This design comes from an exercise in tuning for small area, a short achievable clock period and few clock cycles per item on the open sky130 flow, not from production work. Function was checked by simulation only, so behaviour that the tests miss may differ from the original. Power figures rest on the tool's default switching activity, not on a simulated workload.

==> trial 95 <==
==> flow/design.v (excerpt) <==
module fpPipeline (
    input  logic                                   CP,
    input  logic                                   MR,
    input  logic                                   sendIn,
    output logic                                   ackOut,
    input  logic [dfpPacketPkg::IN_PACKET_WIDTH-1:0]  packetIn,
    output logic                                   sendOut,
    input  logic                                   ackIn,
    output logic [dfpPacketPkg::OUT_PACKET_WIDTH-1:0] packetOut
);
    logic adv;           
    logic v1, v2;        
    logic hv, sv;        
    logic nackReg;       
    assign adv = !sv;
    assign ackOut = !nackReg;
    logic [IN_PACKET_WIDTH-1:0] r1;
    logic [3:0]                 r1LdAddr;
    logic [13:0]                r1A3;
    logic [3:0]                 r1S1, r1S2, r1S3, r1S4;
    logic                       r1One0, r1Two0;
    logic [3:0]                 inS1, inS2, inS3, inS4, inNeg;
    logic                       inOne0, inTwo0, inNeg0, inM5one, inM5two, inNeg5;
    booth8Enc enc_i (.b(packetIn[15:0]), .one0(inOne0), .two0(inTwo0), .neg0(inNeg0),
  ...
Settings: LEC_CHECK=0, ABC_AREA=1, CAP_MARGIN=20, CORE_MARGIN=2, CORE_UTILIZATION=40, CTS_CLUSTER_DIAMETER=80, CTS_CLUSTER_SIZE=30, PLACE_DENSITY=0.7, SETUP_SLACK_MARGIN=5, SLEW_MARGIN=20; clock period 8.0 ns.
standard.sh (not shown) runs the stock make flow with config.mk's settings and CLKGATE_MAP_FILE= SYNTH_SCRIPT=/design/flow/synth_recipe.tcl, a recipe that flattens the netlist after the stock synthesis.
==> flow/flow/run.sh <==
#!/bin/bash
# The standard layout (the standard.sh, standard synthesis unchanged) with
# two changes: ports are buffered with sky130_fd_sc_hd__buf_2 cells, and timing
# repair aims for 5.2 ns of setup slack (a 2.8 ns period) instead of 5.
# make's full output goes to flow_make.log; ORFS keeps each step's log under orfs/logs.
set -euo pipefail
bash standard.sh "BUFFER_PORTS_ARGS=-buffer_cell sky130_fd_sc_hd__buf_2" SETUP_SLACK_MARGIN=5.2 finish > flow_make.log 2>&1
==> trial 72: changes against trial 95 <==
--- a/flow/design.v
+++ b/flow/design.v
@@ -242,40 +242,20 @@
     logic [3:0]                 r1S1, r1S2, r1S3, r1S4;
     logic                       r1One0, r1Two0;
     logic [3:0]                 inS1, inS2, inS3, inS4, inNeg;
     logic                       inOne0, inTwo0, inNeg0, inM5one, inM5two, inNeg5;
     booth8Enc enc_i (.b(packetIn[15:0]), .one0(inOne0), .two0(inTwo0), .neg0(inNeg0),
                      .s1(inS1), .s2(inS2), .s3(inS3), .s4(inS4), .neg(inNeg),
                      .m5one(inM5one), .m5two(inM5two), .neg5(inNeg5));
-    logic [13:0] x3In, x3G, x3P, x3Gp, x3Pp, x3Sum;
-    always_comb
-    begin
-        for (int i = 0; i < 14; i++)
-        begin
-            x3G[i] = packetIn[16+i] & (i > 0 ? packetIn[15+i] : 1'b0);
-            x3P[i] = packetIn[16+i] ^ (i > 0 ? packetIn[15+i] : 1'b0);
-        end
-        x3Gp = x3G;
-        x3Pp = x3P;
-        for (int d = 1; d < 14; d = d * 2)
-            for (int i = 13; i >= d; i--)
-            begin
-                x3Gp[i] = x3Gp[i] | (x3Pp[i] & x3Gp[i-d]);
-                x3Pp[i] = x3Pp[i] & x3Pp[i-d];
-            end
-        x3Sum[0] = x3P[0];
-        for (int i = 1; i < 14; i++)
-            x3Sum[i] = x3P[i] ^ x3Gp[i-1];
-    end
     always_ff @(posedge CP)
         if (adv)
         begin
             r1 <= packetIn;
             r1LdAddr <= packetIn[19:16] + packetIn[3:0];
-            r1A3 <= x3Sum;
+            r1A3 <= packetIn[29:16] + {packetIn[28:16], 1'b0};
             r1One0 <= inOne0;
             r1Two0 <= inTwo0;
             r1S1 <= inS1;
             r1S2 <= inS2;
             r1S3 <= inS3;
             r1S4 <= inS4;
         end
==> flow/config.mk (replaced) <==
export PLATFORM = sky130hd
export DESIGN_NAME = fpPipeline
export DESIGN_NICKNAME = fpPipeline
export VERILOG_FILES = /design/flow/design.v
export SDC_FILE = /design/flow/constraint.sdc
export NUM_CORES = 4
export LEC_CHECK = 0
export ABC_AREA = 1
export CAP_MARGIN = 20
export CORE_MARGIN = 2
export CORE_UTILIZATION = 45
export CTS_CLUSTER_DIAMETER = 80
export CTS_CLUSTER_SIZE = 30
export PLACE_DENSITY = 0.75
export SETUP_SLACK_MARGIN = 5
export SLEW_MARGIN = 20
==> trial 77: changes against trial 95 <==
--- a/flow/design.v
+++ b/flow/design.v
@@ -242,40 +242,20 @@
     logic [3:0]                 r1S1, r1S2, r1S3, r1S4;
     logic                       r1One0, r1Two0;
     logic [3:0]                 inS1, inS2, inS3, inS4, inNeg;
     logic                       inOne0, inTwo0, inNeg0, inM5one, inM5two, inNeg5;
     booth8Enc enc_i (.b(packetIn[15:0]), .one0(inOne0), .two0(inTwo0), .neg0(inNeg0),
                      .s1(inS1), .s2(inS2), .s3(inS3), .s4(inS4), .neg(inNeg),
                      .m5one(inM5one), .m5two(inM5two), .neg5(inNeg5));
-    logic [13:0] x3In, x3G, x3P, x3Gp, x3Pp, x3Sum;
-    always_comb
-    begin
-        for (int i = 0; i < 14; i++)
-        begin
-            x3G[i] = packetIn[16+i] & (i > 0 ? packetIn[15+i] : 1'b0);
-            x3P[i] = packetIn[16+i] ^ (i > 0 ? packetIn[15+i] : 1'b0);
-        end
-        x3Gp = x3G;
-        x3Pp = x3P;
-        for (int d = 1; d < 14; d = d * 2)
-            for (int i = 13; i >= d; i--)
-            begin
-                x3Gp[i] = x3Gp[i] | (x3Pp[i] & x3Gp[i-d]);
-                x3Pp[i] = x3Pp[i] & x3Pp[i-d];
-            end
-        x3Sum[0] = x3P[0];
-        for (int i = 1; i < 14; i++)
-            x3Sum[i] = x3P[i] ^ x3Gp[i-1];
-    end
     always_ff @(posedge CP)
         if (adv)
         begin
             r1 <= packetIn;
             r1LdAddr <= packetIn[19:16] + packetIn[3:0];
-            r1A3 <= x3Sum;
+            r1A3 <= packetIn[29:16] + {packetIn[28:16], 1'b0};
             r1One0 <= inOne0;
             r1Two0 <= inTwo0;
             r1S1 <= inS1;
             r1S2 <= inS2;
             r1S3 <= inS3;
             r1S4 <= inS4;
         end
--- a/flow/config.mk
+++ b/flow/config.mk
@@ -7,10 +7,10 @@
 export LEC_CHECK = 0
 export ABC_AREA = 1
 export CAP_MARGIN = 20
 export CORE_MARGIN = 2
 export CORE_UTILIZATION = 40
 export CTS_CLUSTER_DIAMETER = 80
 export CTS_CLUSTER_SIZE = 30
-export PLACE_DENSITY = 0.7
+export PLACE_DENSITY = 0.75
 export SETUP_SLACK_MARGIN = 5
 export SLEW_MARGIN = 20
==> build 32: changes against trial 95 <==
==> flow/flow/run.sh (replaced) <==
#!/bin/bash
# The standard layout (the standard.sh, standard synthesis unchanged) with
# two changes: ports are buffered with sky130_fd_sc_hd__buf_2 cells, and timing
# repair aims for 5.25 ns of setup slack (a 2.75 ns period) instead of 5.
# make's full output goes to flow_make.log; ORFS keeps each step's log under orfs/logs.
set -euo pipefail
bash standard.sh "BUFFER_PORTS_ARGS=-buffer_cell sky130_fd_sc_hd__buf_2" SETUP_SLACK_MARGIN=5.25 finish > flow_make.log 2>&1
--- a/flow/config.mk
+++ b/flow/config.mk
@@ -7,10 +7,10 @@
 export LEC_CHECK = 0
 export ABC_AREA = 1
 export CAP_MARGIN = 20
 export CORE_MARGIN = 2
 export CORE_UTILIZATION = 40
 export CTS_CLUSTER_DIAMETER = 80
 export CTS_CLUSTER_SIZE = 30
-export PLACE_DENSITY = 0.7
+export PLACE_DENSITY = 0.75
 export SETUP_SLACK_MARGIN = 5
 export SLEW_MARGIN = 20
==> summary.txt <==
- Trial 95 ran to the end with no violations. Build 32 passed the timing, DRC and antenna checks. Trial 72 produced a clean layout. Trial 77 went through all stages and came out clean.
- Combinational power: trial 77 is larger than build 32 (about 0.8%).
- Fmax, lowest first: trial 72, trial 77, build 32, trial 95.
- Between trial 72 and trial 95, the lower clock power is in trial 72 (gap about 10%, measured against trial 95).
- Die area is the same in trial 95 and build 32.
- Sequential power is about the same in trial 95 and build 32.
==> figures <==
metric                                                       build 32        trial 72        trial 95        trial 77
Outcome                                                finished clean  finished clean  finished clean  finished clean
Highest net fanout along the worst path                             3               5               3               5
Startpoint of the worst-slack reg-to-reg timing path           r2B[2]           r1[2]          r2A[2]         r1S1[1]
Area of all placed cells without fillers                 30,500 sq um    29,900 sq um    30,400 sq um    30,500 sq um
Actual slew at the worst max-slew pin                         1.04 ns         1.08 ns         1.03 ns        0.957 ns
Reported net switching power                                0.00455 W       0.00456 W       0.00456 W       0.00466 W
Number of buffers added for setup after CTS                        43              24              38              35
Fraction of cell area in non-clock buffers                      6.14%           4.99%           5.91%           5.75%
CTS clock-pin slew for the worst setup and hold paths         0.11 ns         0.10 ns         0.11 ns         0.11 ns
Final Cycle Share                                               35.7%           36.0%           35.6%           35.9%
Largest clock skew in the final design                      0.0540 ns       0.0287 ns       0.0585 ns       0.0692 ns
Worst Setup Slack post-DPL                                    4.21 ns         4.33 ns         4.19 ns         4.30 ns
Testbench counts of trial 95, summed over its fixed seeds: cycles 16,024, items 16,000.
Testbench counts of trial 72, summed over its fixed seeds: cycles 16,024, items 16,000.
Testbench counts of trial 77, summed over its fixed seeds: cycles 16,024, items 16,000.
Testbench counts of build 32, summed over its fixed seeds: cycles 16,024, items 16,000.

---

==> wip/umber: inputs <==
Another version of the RTL of fpPipeline (not shown whole).
export LEC_CHECK = 0
export CAP_MARGIN = 20
export CORE_MARGIN = 2
export CORE_UTILIZATION = 40
export SLEW_MARGIN = 20
create_clock -name core_clock -period 8.0 [get_ports {CP}]
run.sh (not shown) runs the stock make flow with config.mk's settings and CLKGATE_MAP_FILE= SYNTH_SCRIPT=/design/flow/synth_recipe.tcl, a recipe that flattens the netlist after the stock synthesis.
Stock flow here: none of the scripts above is used.
==> wip/ember (differences from wip/umber) <==
--- a/flow/design.v
+++ b/flow/design.v
@@ -37,19 +37,21 @@
     localparam logic [OPCODE_WIDTH-1:0] OP_ADDGEN = 6'h29;
     localparam logic [OPCODE_WIDTH-1:0] OP_DECGEN = 6'h2a;
 endpackage
 `timescale 1ns/10ps
 module boothMul (
     input  logic [15:0] a,
     input  logic [15:0] b,
+    input  logic [7:0]  one,
+    input  logic [7:0]  two,
     output logic [47:0] rows
 );
     wire neg0 = b[1];
-    wire one0 = b[0] ^ 1'b0;
-    wire two0 = (b[1] & ~b[0] & ~1'b0) | (~b[1] & b[0] & 1'b0);
+    wire one0 = one[0];
+    wire two0 = two[0];
     wire pp0_0 = ((one0 & a[0]) | (two0 & 1'b0)) ^ neg0;
     wire pp0_1 = ((one0 & a[1]) | (two0 & a[0])) ^ neg0;
     wire pp0_2 = ((one0 & a[2]) | (two0 & a[1])) ^ neg0;
     wire pp0_3 = ((one0 & a[3]) | (two0 & a[2])) ^ neg0;
     wire pp0_4 = ((one0 & a[4]) | (two0 & a[3])) ^ neg0;
     wire pp0_5 = ((one0 & a[5]) | (two0 & a[4])) ^ neg0;
     wire pp0_6 = ((one0 & a[6]) | (two0 & a[5])) ^ neg0;
@@ -59,16 +61,16 @@
     wire pp0_10 = ((one0 & a[10]) | (two0 & a[9])) ^ neg0;
     wire pp0_11 = ((one0 & a[11]) | (two0 & a[10])) ^ neg0;
     wire pp0_12 = ((one0 & a[12]) | (two0 & a[11])) ^ neg0;
     wire pp0_13 = ((one0 & a[13]) | (two0 & a[12])) ^ neg0;
     wire pp0_14 = ((one0 & a[14]) | (two0 & a[13])) ^ neg0;
     wire pp0_15 = ((one0 & a[15]) | (two0 & a[14])) ^ neg0;
     wire neg1 = b[3];
-    wire one1 = b[2] ^ b[1];
-    wire two1 = (b[3] & ~b[2] & ~b[1]) | (~b[3] & b[2] & b[1]);
+    wire one1 = one[1];
+    wire two1 = two[1];
     wire pp1_0 = ((one1 & a[0]) | (two1 & 1'b0)) ^ neg1;
     wire pp1_1 = ((one1 & a[1]) | (two1 & a[0])) ^ neg1;
     wire pp1_2 = ((one1 & a[2]) | (two1 & a[1])) ^ neg1;
     wire pp1_3 = ((one1 & a[3]) | (two1 & a[2])) ^ neg1;
     wire pp1_4 = ((one1 & a[4]) | (two1 & a[3])) ^ neg1;
     wire pp1_5 = ((one1 & a[5]) | (two1 & a[4])) ^ neg1;
     wire pp1_6 = ((one1 & a[6]) | (two1 & a[5])) ^ neg1;
@@ -76,71 +78,71 @@
     wire pp1_8 = ((one1 & a[8]) | (two1 & a[7])) ^ neg1;
     wire pp1_9 = ((one1 & a[9]) | (two1 & a[8])) ^ neg1;
     wire pp1_10 = ((one1 & a[10]) | (two1 & a[9])) ^ neg1;
     wire pp1_11 = ((one1 & a[11]) | (two1 & a[10])) ^ neg1;
     wire pp1_12 = ((one1 & a[12]) | (two1 & a[11])) ^ neg1;
     wire pp1_13 = ((one1 & a[13]) | (two1 & a[12])) ^ neg1;
     wire neg2 = b[5];
-    wire one2 = b[4] ^ b[3];
-    wire two2 = (b[5] & ~b[4] & ~b[3]) | (~b[5] & b[4] & b[3]);
+    wire one2 = one[2];
+    wire two2 = two[2];
     wire pp2_0 = ((one2 & a[0]) | (two2 & 1'b0)) ^ neg2;
     wire pp2_1 = ((one2 & a[1]) | (two2 & a[0])) ^ neg2;
     wire pp2_2 = ((one2 & a[2]) | (two2 & a[1])) ^ neg2;
     wire pp2_3 = ((one2 & a[3]) | (two2 & a[2])) ^ neg2;
     wire pp2_4 = ((one2 & a[4]) | (two2 & a[3])) ^ neg2;
     wire pp2_5 = ((one2 & a[5]) | (two2 & a[4])) ^ neg2;
     wire pp2_6 = ((one2 & a[6]) | (two2 & a[5])) ^ neg2;
     wire pp2_7 = ((one2 & a[7]) | (two2 & a[6])) ^ neg2;
     wire pp2_8 = ((one2 & a[8]) | (two2 & a[7])) ^ neg2;
     wire pp2_9 = ((one2 & a[9]) | (two2 & a[8])) ^ neg2;
     wire pp2_10 = ((one2 & a[10]) | (two2 & a[9])) ^ neg2;
     wire pp2_11 = ((one2 & a[11]) | (two2 & a[10])) ^ neg2;
     wire neg3 = b[7];
-    wire one3 = b[6] ^ b[5];
-    wire two3 = (b[7] & ~b[6] & ~b[5]) | (~b[7] & b[6] & b[5]);
+    wire one3 = one[3];
+    wire two3 = two[3];
     wire pp3_0 = ((one3 & a[0]) | (two3 & 1'b0)) ^ neg3;
     wire pp3_1 = ((one3 & a[1]) | (two3 & a[0])) ^ neg3;
     wire pp3_2 = ((one3 & a[2]) | (two3 & a[1])) ^ neg3;
     wire pp3_3 = ((one3 & a[3]) | (two3 & a[2])) ^ neg3;
     wire pp3_4 = ((one3 & a[4]) | (two3 & a[3])) ^ neg3;
     wire pp3_5 = ((one3 & a[5]) | (two3 & a[4])) ^ neg3;
     wire pp3_6 = ((one3 & a[6]) | (two3 & a[5])) ^ neg3;
     wire pp3_7 = ((one3 & a[7]) | (two3 & a[6])) ^ neg3;
     wire pp3_8 = ((one3 & a[8]) | (two3 & a[7])) ^ neg3;
     wire pp3_9 = ((one3 & a[9]) | (two3 & a[8])) ^ neg3;
     wire neg4 = b[9];
-    wire one4 = b[8] ^ b[7];
-    wire two4 = (b[9] & ~b[8] & ~b[7]) | (~b[9] & b[8] & b[7]);
+    wire one4 = one[4];
+    wire two4 = two[4];
     wire pp4_0 = ((one4 & a[0]) | (two4 & 1'b0)) ^ neg4;
     wire pp4_1 = ((one4 & a[1]) | (two4 & a[0])) ^ neg4;
     wire pp4_2 = ((one4 & a[2]) | (two4 & a[1])) ^ neg4;
     wire pp4_3 = ((one4 & a[3]) | (two4 & a[2])) ^ neg4;
     wire pp4_4 = ((one4 & a[4]) | (two4 & a[3])) ^ neg4;
     wire pp4_5 = ((one4 & a[5]) | (two4 & a[4])) ^ neg4;
     wire pp4_6 = ((one4 & a[6]) | (two4 & a[5])) ^ neg4;
     wire pp4_7 = ((one4 & a[7]) | (two4 & a[6])) ^ neg4;
     wire neg5 = b[11];
-    wire one5 = b[10] ^ b[9];
-    wire two5 = (b[11] & ~b[10] & ~b[9]) | (~b[11] & b[10] & b[9]);
+    wire one5 = one[5];
+    wire two5 = two[5];
     wire pp5_0 = ((one5 & a[0]) | (two5 & 1'b0)) ^ neg5;
     wire pp5_1 = ((one5 & a[1]) | (two5 & a[0])) ^ neg5;
     wire pp5_2 = ((one5 & a[2]) | (two5 & a[1])) ^ neg5;
     wire pp5_3 = ((one5 & a[3]) | (two5 & a[2])) ^ neg5;
     wire pp5_4 = ((one5 & a[4]) | (two5 & a[3])) ^ neg5;
     wire pp5_5 = ((one5 & a[5]) | (two5 & a[4])) ^ neg5;
     wire neg6 = b[13];
-    wire one6 = b[12] ^ b[11];
-    wire two6 = (b[13] & ~b[12] & ~b[11]) | (~b[13] & b[12] & b[11]);
+    wire one6 = one[6];
+    wire two6 = two[6];
     wire pp6_0 = ((one6 & a[0]) | (two6 & 1'b0)) ^ neg6;
     wire pp6_1 = ((one6 & a[1]) | (two6 & a[0])) ^ neg6;
     wire pp6_2 = ((one6 & a[2]) | (two6 & a[1])) ^ neg6;
     wire pp6_3 = ((one6 & a[3]) | (two6 & a[2])) ^ neg6;
     wire neg7 = b[15];
-    wire one7 = b[14] ^ b[13];
-    wire two7 = (b[15] & ~b[14] & ~b[13]) | (~b[15] & b[14] & b[13]);
+    wire one7 = one[7];
+    wire two7 = two[7];
     wire pp7_0 = ((one7 & a[0]) | (two7 & 1'b0)) ^ neg7;
     wire pp7_1 = ((one7 & a[1]) | (two7 & a[0])) ^ neg7;
     wire s1 = pp0_10 ^ pp1_8;
     wire c2 = pp0_10 & pp1_8;
     wire s3 = pp0_11 ^ pp1_9;
     wire c4 = pp0_11 & pp1_9;
     wire s5 = pp0_12 ^ pp1_10 ^ pp2_8;
@@ -223,14 +225,36 @@
     wire c82 = (s53 & s55) | (s53 & c50) | (s55 & c50);
     wire s83 = s57 ^ s59 ^ c54;
     wire c84 = (s57 & s59) | (s57 & c54) | (s59 & c54);
     assign rows[15:0] = {s83, s81, s79, s77, s75, s73, s71, s69, s67, s65, s63, s61, pp0_3, pp0_2, pp0_1, pp0_0};
     assign rows[31:16] = {c56, c52, c48, c44, c40, c36, c32, c28, c26, neg3, pp2_1, pp2_0, pp1_1, pp1_0, 1'b0, neg0};
     assign rows[47:32] = {c82, c80, c78, c76, c74, c72, c70, c68, c66, c64, c62, neg2, 1'b0, neg1, 1'b0, 1'b0};
 endmodule
+module boothEnc (
+    input  logic [15:0] b,
+    output logic [7:0]  one,
+    output logic [7:0]  two
+);
+    assign one[0] = b[0] ^ 1'b0;
+    assign two[0] = (b[1] & ~b[0] & ~1'b0) | (~b[1] & b[0] & 1'b0);
+    assign one[1] = b[2] ^ b[1];
+    assign two[1] = (b[3] & ~b[2] & ~b[1]) | (~b[3] & b[2] & b[1]);
+    assign one[2] = b[4] ^ b[3];
+    assign two[2] = (b[5] & ~b[4] & ~b[3]) | (~b[5] & b[4] & b[3]);
+    assign one[3] = b[6] ^ b[5];
+    assign two[3] = (b[7] & ~b[6] & ~b[5]) | (~b[7] & b[6] & b[5]);
+    assign one[4] = b[8] ^ b[7];
+    assign two[4] = (b[9] & ~b[8] & ~b[7]) | (~b[9] & b[8] & b[7]);
+    assign one[5] = b[10] ^ b[9];
+    assign two[5] = (b[11] & ~b[10] & ~b[9]) | (~b[11] & b[10] & b[9]);
+    assign one[6] = b[12] ^ b[11];
+    assign two[6] = (b[13] & ~b[12] & ~b[11]) | (~b[13] & b[12] & b[11]);
+    assign one[7] = b[14] ^ b[13];
+    assign two[7] = (b[15] & ~b[14] & ~b[13]) | (~b[15] & b[14] & b[13]);
+endmodule
 `timescale 1ns/10ps
 import dfpPacketPkg::*;
 import dfpOpcodePkg::*;
 module fpPipeline (
     input  logic                                   CP,
     input  logic                                   MR,
     input  logic                                   sendIn,
@@ -239,20 +263,30 @@
     output logic                                   sendOut,
     input  logic                                   ackIn,
     output logic [dfpPacketPkg::OUT_PACKET_WIDTH-1:0] packetOut
 );
     logic adv;           
     logic v1, v2;        
     logic hv, sv;        
+    logic ackReg;        
     assign adv = !sv;
-    assign ackOut = adv;
+    assign ackOut = ackReg;
     logic [IN_PACKET_WIDTH-1:0] r1;
+    logic [3:0]                 r1LdAddr;
+    logic [7:0]                 r1One, r1Two;
+    logic [7:0]                 inOne, inTwo;
+    boothEnc enc_i (.b(packetIn[15:0]), .one(inOne), .two(inTwo));
     always_ff @(posedge CP)
         if (adv)
+        begin
             r1 <= packetIn;
+            r1LdAddr <= packetIn[19:16] + packetIn[3:0];
+            r1One <= inOne;
+            r1Two <= inTwo;
+        end
     logic [2:0]  color;
     logic [7:0]  gen;
     logic [6:0]  dest;
     logic [1:0]  lr2;
     logic        br, cpy;
     logic [5:0]  opcode;
     logic        cIn, zIn;
@@ -272,26 +306,33 @@
     assign opLdm    = opcode == OP_LDM;
     assign opStm    = opcode == OP_STM;
     assign opAbsorb = opcode == OP_ABSORB;
     assign opChgcol = opcode == OP_CHGCOL;
     assign opAddgen = opcode == OP_ADDGEN;
     assign opDecgen = opcode == OP_DECGEN;
     logic [47:0] mulRows;
-    boothMul mul_i (.a(dataL), .b(dataR), .rows(mulRows));
+    boothMul mul_i (.a(dataL), .b(dataR), .one(r1One), .two(r1Two), .rows(mulRows));
     logic        bigShift;
-    logic [15:0] shlRes, shrRes;
+    logic [15:0] shIn, shOut, shRes, dataLRev, shOutRev;
+    always_comb
+        for (int i = 0; i < 16; i++)
+        begin
+            dataLRev[i] = dataL[15-i];
+            shOutRev[i] = shOut[15-i];
+        end
     assign bigShift = |dataR[15:4];
-    assign shlRes = bigShift ? 16'd0 : (dataL << dataR[3:0]);
-    assign shrRes = bigShift ? 16'd0 : (dataL >> dataR[3:0]);
+    assign shIn = opShr ? dataLRev : dataL;
+    assign shOut = shIn << dataR[3:0];
+    assign shRes = bigShift ? 16'd0 : (opShr ? shOutRev : shOut);
     logic [15:0] memData [MEM_DEPTH];
     logic [15:0] memValid;
     logic [3:0]  ldAddr;
     logic [15:0] ldData;
     logic        memWrite;
-    assign ldAddr = dataL[3:0] + dataR[3:0];
+    assign ldAddr = r1LdAddr;
     assign ldData = memValid[ldAddr] ? memData[ldAddr] : 16'd0;
     assign memWrite = adv && v1 && opStm;
     always_ff @(posedge CP)
         if (memWrite)
             memData[dataL[3:0]] <= dataR;
     always_ff @(posedge CP or posedge MR)
         if (MR)
@@ -304,18 +345,16 @@
         other = dataL;
         if (opAnd)
             other = dataL & dataR;
         else if (opOr)
             other = dataL | dataR;
         else if (opXor)
             other = dataL ^ dataR;
-        else if (opShl)
-            other = shlRes;
-        else if (opShr)
-            other = shrRes;
+        else if (opShl || opShr)
+            other = shRes;
         else if (opLdm)
             other = ldData;
         else if (opStm)
             other = dataR;
     end
     always_comb
     begin
@@ -370,46 +409,53 @@
             v2 <= 1'b0;
         end
         else if (adv)
         begin
             v1 <= sendIn;
             v2 <= v1 && !opAbsorb;
         end
-    logic [15:0] cs, cc;
+    logic [15:0] cs, cc, zp, zk;
     logic [16:0] total;
     logic        outC, outZ;
     logic [OUT_PACKET_WIDTH-1:0] result;
     assign cs = r2A ^ r2B ^ r2C;
     assign cc = (r2A & r2B) | (r2A & r2C) | (r2B & r2C);
     assign total = {1'b0, cs} + {cc, 1'b0};
     assign outC = r2Arith ? (total[16] ^ r2Sub) : r2C0;
-    assign outZ = r2Alu ? (total[15:0] == 16'd0) : r2Z0;
+    assign zp = cs ^ {cc[14:0], 1'b0};
+    assign zk = {cs[14:0] | {cc[13:0], 1'b0}, 1'b0};
+    assign outZ = r2Alu ? (zp == zk) : r2Z0;
     assign result = {r2Id, outC, outZ, total[15:0]};
     logic [OUT_PACKET_WIDTH-1:0] head, skid;
     logic push, pop;
     assign push = adv && v2;
     assign pop = hv && ackIn;
     always_ff @(posedge CP)
     begin
         if (!hv || ackIn)
             head <= sv ? skid : result;
         if (!sv)
             skid <= result;
     end
+    logic svNext;
+    always_comb
+        if (sv)
+            svNext = !(!hv || ackIn);
+        else
+            svNext = push && hv && !ackIn;
     always_ff @(posedge CP or posedge MR)
         if (MR)
         begin
             hv <= 1'b0;
             sv <= 1'b0;
+            ackReg <= 1'b1;
         end
         else
         begin
             if (!hv || ackIn)
                 hv <= sv || push;
-            if (sv)
-                sv <= !(!hv || ackIn);
-            else
-                sv <= push && hv && !ackIn;
+            sv <= svNext;
+            ackReg <= !svNext;
         end
     assign sendOut = hv;
     assign packetOut = head;
 endmodule
==> flow/flow/run.sh (new file) <==
#!/bin/bash
# The standard layout (the standard.sh, standard synthesis unchanged) with
# one change: ports are buffered with sky130_fd_sc_hd__buf_2 cells.
# make's full output goes to flow_make.log; ORFS keeps each step's log under orfs/logs.
set -euo pipefail
bash standard.sh "BUFFER_PORTS_ARGS=-buffer_cell sky130_fd_sc_hd__buf_2" finish > flow_make.log 2>&1
==> flow/standard.sh (new file) <==
#!/bin/bash
# synth_recipe.tcl (not shown) runs the flow's synth.tcl, then flattens the netlist and writes it again
# the make line also repeats each setting of config.mk as NAME=value (left out here)
make -C /OpenROAD-flow-scripts/flow DESIGN_CONFIG=/design/flow/config.mk WORK_HOME=/design/flow/orfs CLKGATE_MAP_FILE= SYNTH_SCRIPT=/design/flow/synth_recipe.tcl "${@:-finish}"
==> flow/config.mk (replaced) <==
export PLATFORM = sky130hd
export DESIGN_NAME = fpPipeline
export DESIGN_NICKNAME = fpPipeline
export VERILOG_FILES = /design/flow/design.v
export SDC_FILE = /design/flow/constraint.sdc
export NUM_CORES = 4
export LEC_CHECK = 0
export ABC_AREA = 1
export CAP_MARGIN = 20
export CORE_MARGIN = 2
export CORE_UTILIZATION = 40
export CTS_CLUSTER_DIAMETER = 80
export CTS_CLUSTER_SIZE = 30
export PLACE_DENSITY = 0.75
export SETUP_SLACK_MARGIN = 5
export SLEW_MARGIN = 20
removed: flow/run.sh
==> wip/lagoon (differences from wip/umber) <==
==> flow/config.mk (replaced) <==
export PLATFORM = sky130hd
export DESIGN_NAME = fpPipeline
export DESIGN_NICKNAME = fpPipeline
export VERILOG_FILES = /design/flow/design.v
export SDC_FILE = /design/flow/constraint.sdc
export NUM_CORES = 4
export LEC_CHECK = 0
export ABC_AREA = 1
export CAP_MARGIN = 20
export CORE_MARGIN = 2
export CORE_UTILIZATION = 40
export SETUP_SLACK_MARGIN = 5
export SLEW_MARGIN = 20
==> results_dict.tcl <==
set metrics [dict create \
    outcome "timing/DRC/antenna clean" \
    placed_area_um2 27100 \
    wl_met3_um 9380 \
    fin_crit_ns 3.31 \
    worst_slew_pin_slew_ns 1.04 \
]
# the run above: wip/lagoon

==> results_dict.tcl <==
set metrics [dict create \
    worst_slew_pin_slew_ns 1.07 \
    critPathTopFamily "adder cells" \
    wl_met3_um 7660 \
    outcome "timing/DRC/antenna clean" \
    num_vias 19664 \
    fin_crit_ns 2.99 \
]
# the run above: wip/ember

==> results_dict.tcl <==
set metrics [dict create \
    fmax_mhz 219 \
    die_area_um2 65700 \
    path_buf_inv 2 \
    placed_area_um2 27500 \
    wl_met3_um 5380 \
    use_met3_pct 3.33 \
    synth_top_family_by_area "compound AO/OA/AOI/OAI gates" \
    outcome "timing/DRC/antenna clean" \
    dp_hpwl_um 50300 \
    worst_slew_pin_slew_ns 1.19 \
    fin_crit_ns 4.57 \
]
# the run above: wip/umber

Testbench counts of wip/umber, summed over its fixed seeds: cycles 16,024, items 16,000.
Testbench counts of wip/ember, summed over its fixed seeds: cycles 16,024, items 16,000.
Testbench counts of wip/lagoon, summed over its fixed seeds: cycles 16,024, items 16,000.

-- separate check: timing with driven ports --
Ports are ideal in the flow. The routed layouts listed here were re-timed in OpenROAD.
Step 1: set_driving_cell puts a clkbuf_16 on CP and a buf_2 on each other input, an assumption about the parent block.
Step 2 also shifts input and output timing later by t, the mid clock arrival at the registers, as if the neighbouring blocks saw the same clock.
a / b / c = ideal ports / drivers / drivers and shift; a / b = the first two.
run	shift t [ns]	setup WS [ns]	hold WS [ns]	worst slew at a driven data input, ns
trial 95	0.676	5.151 / 5.138 / 4.529	0.437 / 0.437 / 0.437	0.08
trial 72	0.635	5.123 / 5.126 / 4.491	0.441 / 0.441 / 0.441	0.06
trial 77	0.663	5.132 / 5.137 / 4.473	0.431 / 0.431 / 0.431	0.21
build 32	0.646	5.142 / 5.137 / 4.491	0.440 / 0.440 / 0.440	0.06
wip/umber	0.657	3.434 / 3.434 / 3.434	0.418 / 0.418 / 0.418	0.09
wip/ember	0.655	5.008 / 5.008 / 5.008	0.433 / 0.433 / 0.433	0.09
wip/lagoon	0.676	4.686 / 4.686 / 4.686	0.420 / 0.420 / 0.420	0.06
After both steps every run listed still meets setup and hold. The setup slack of trial 77, which loses most, moves by +0.005 ns with the drivers and by -0.659 ns with both steps.
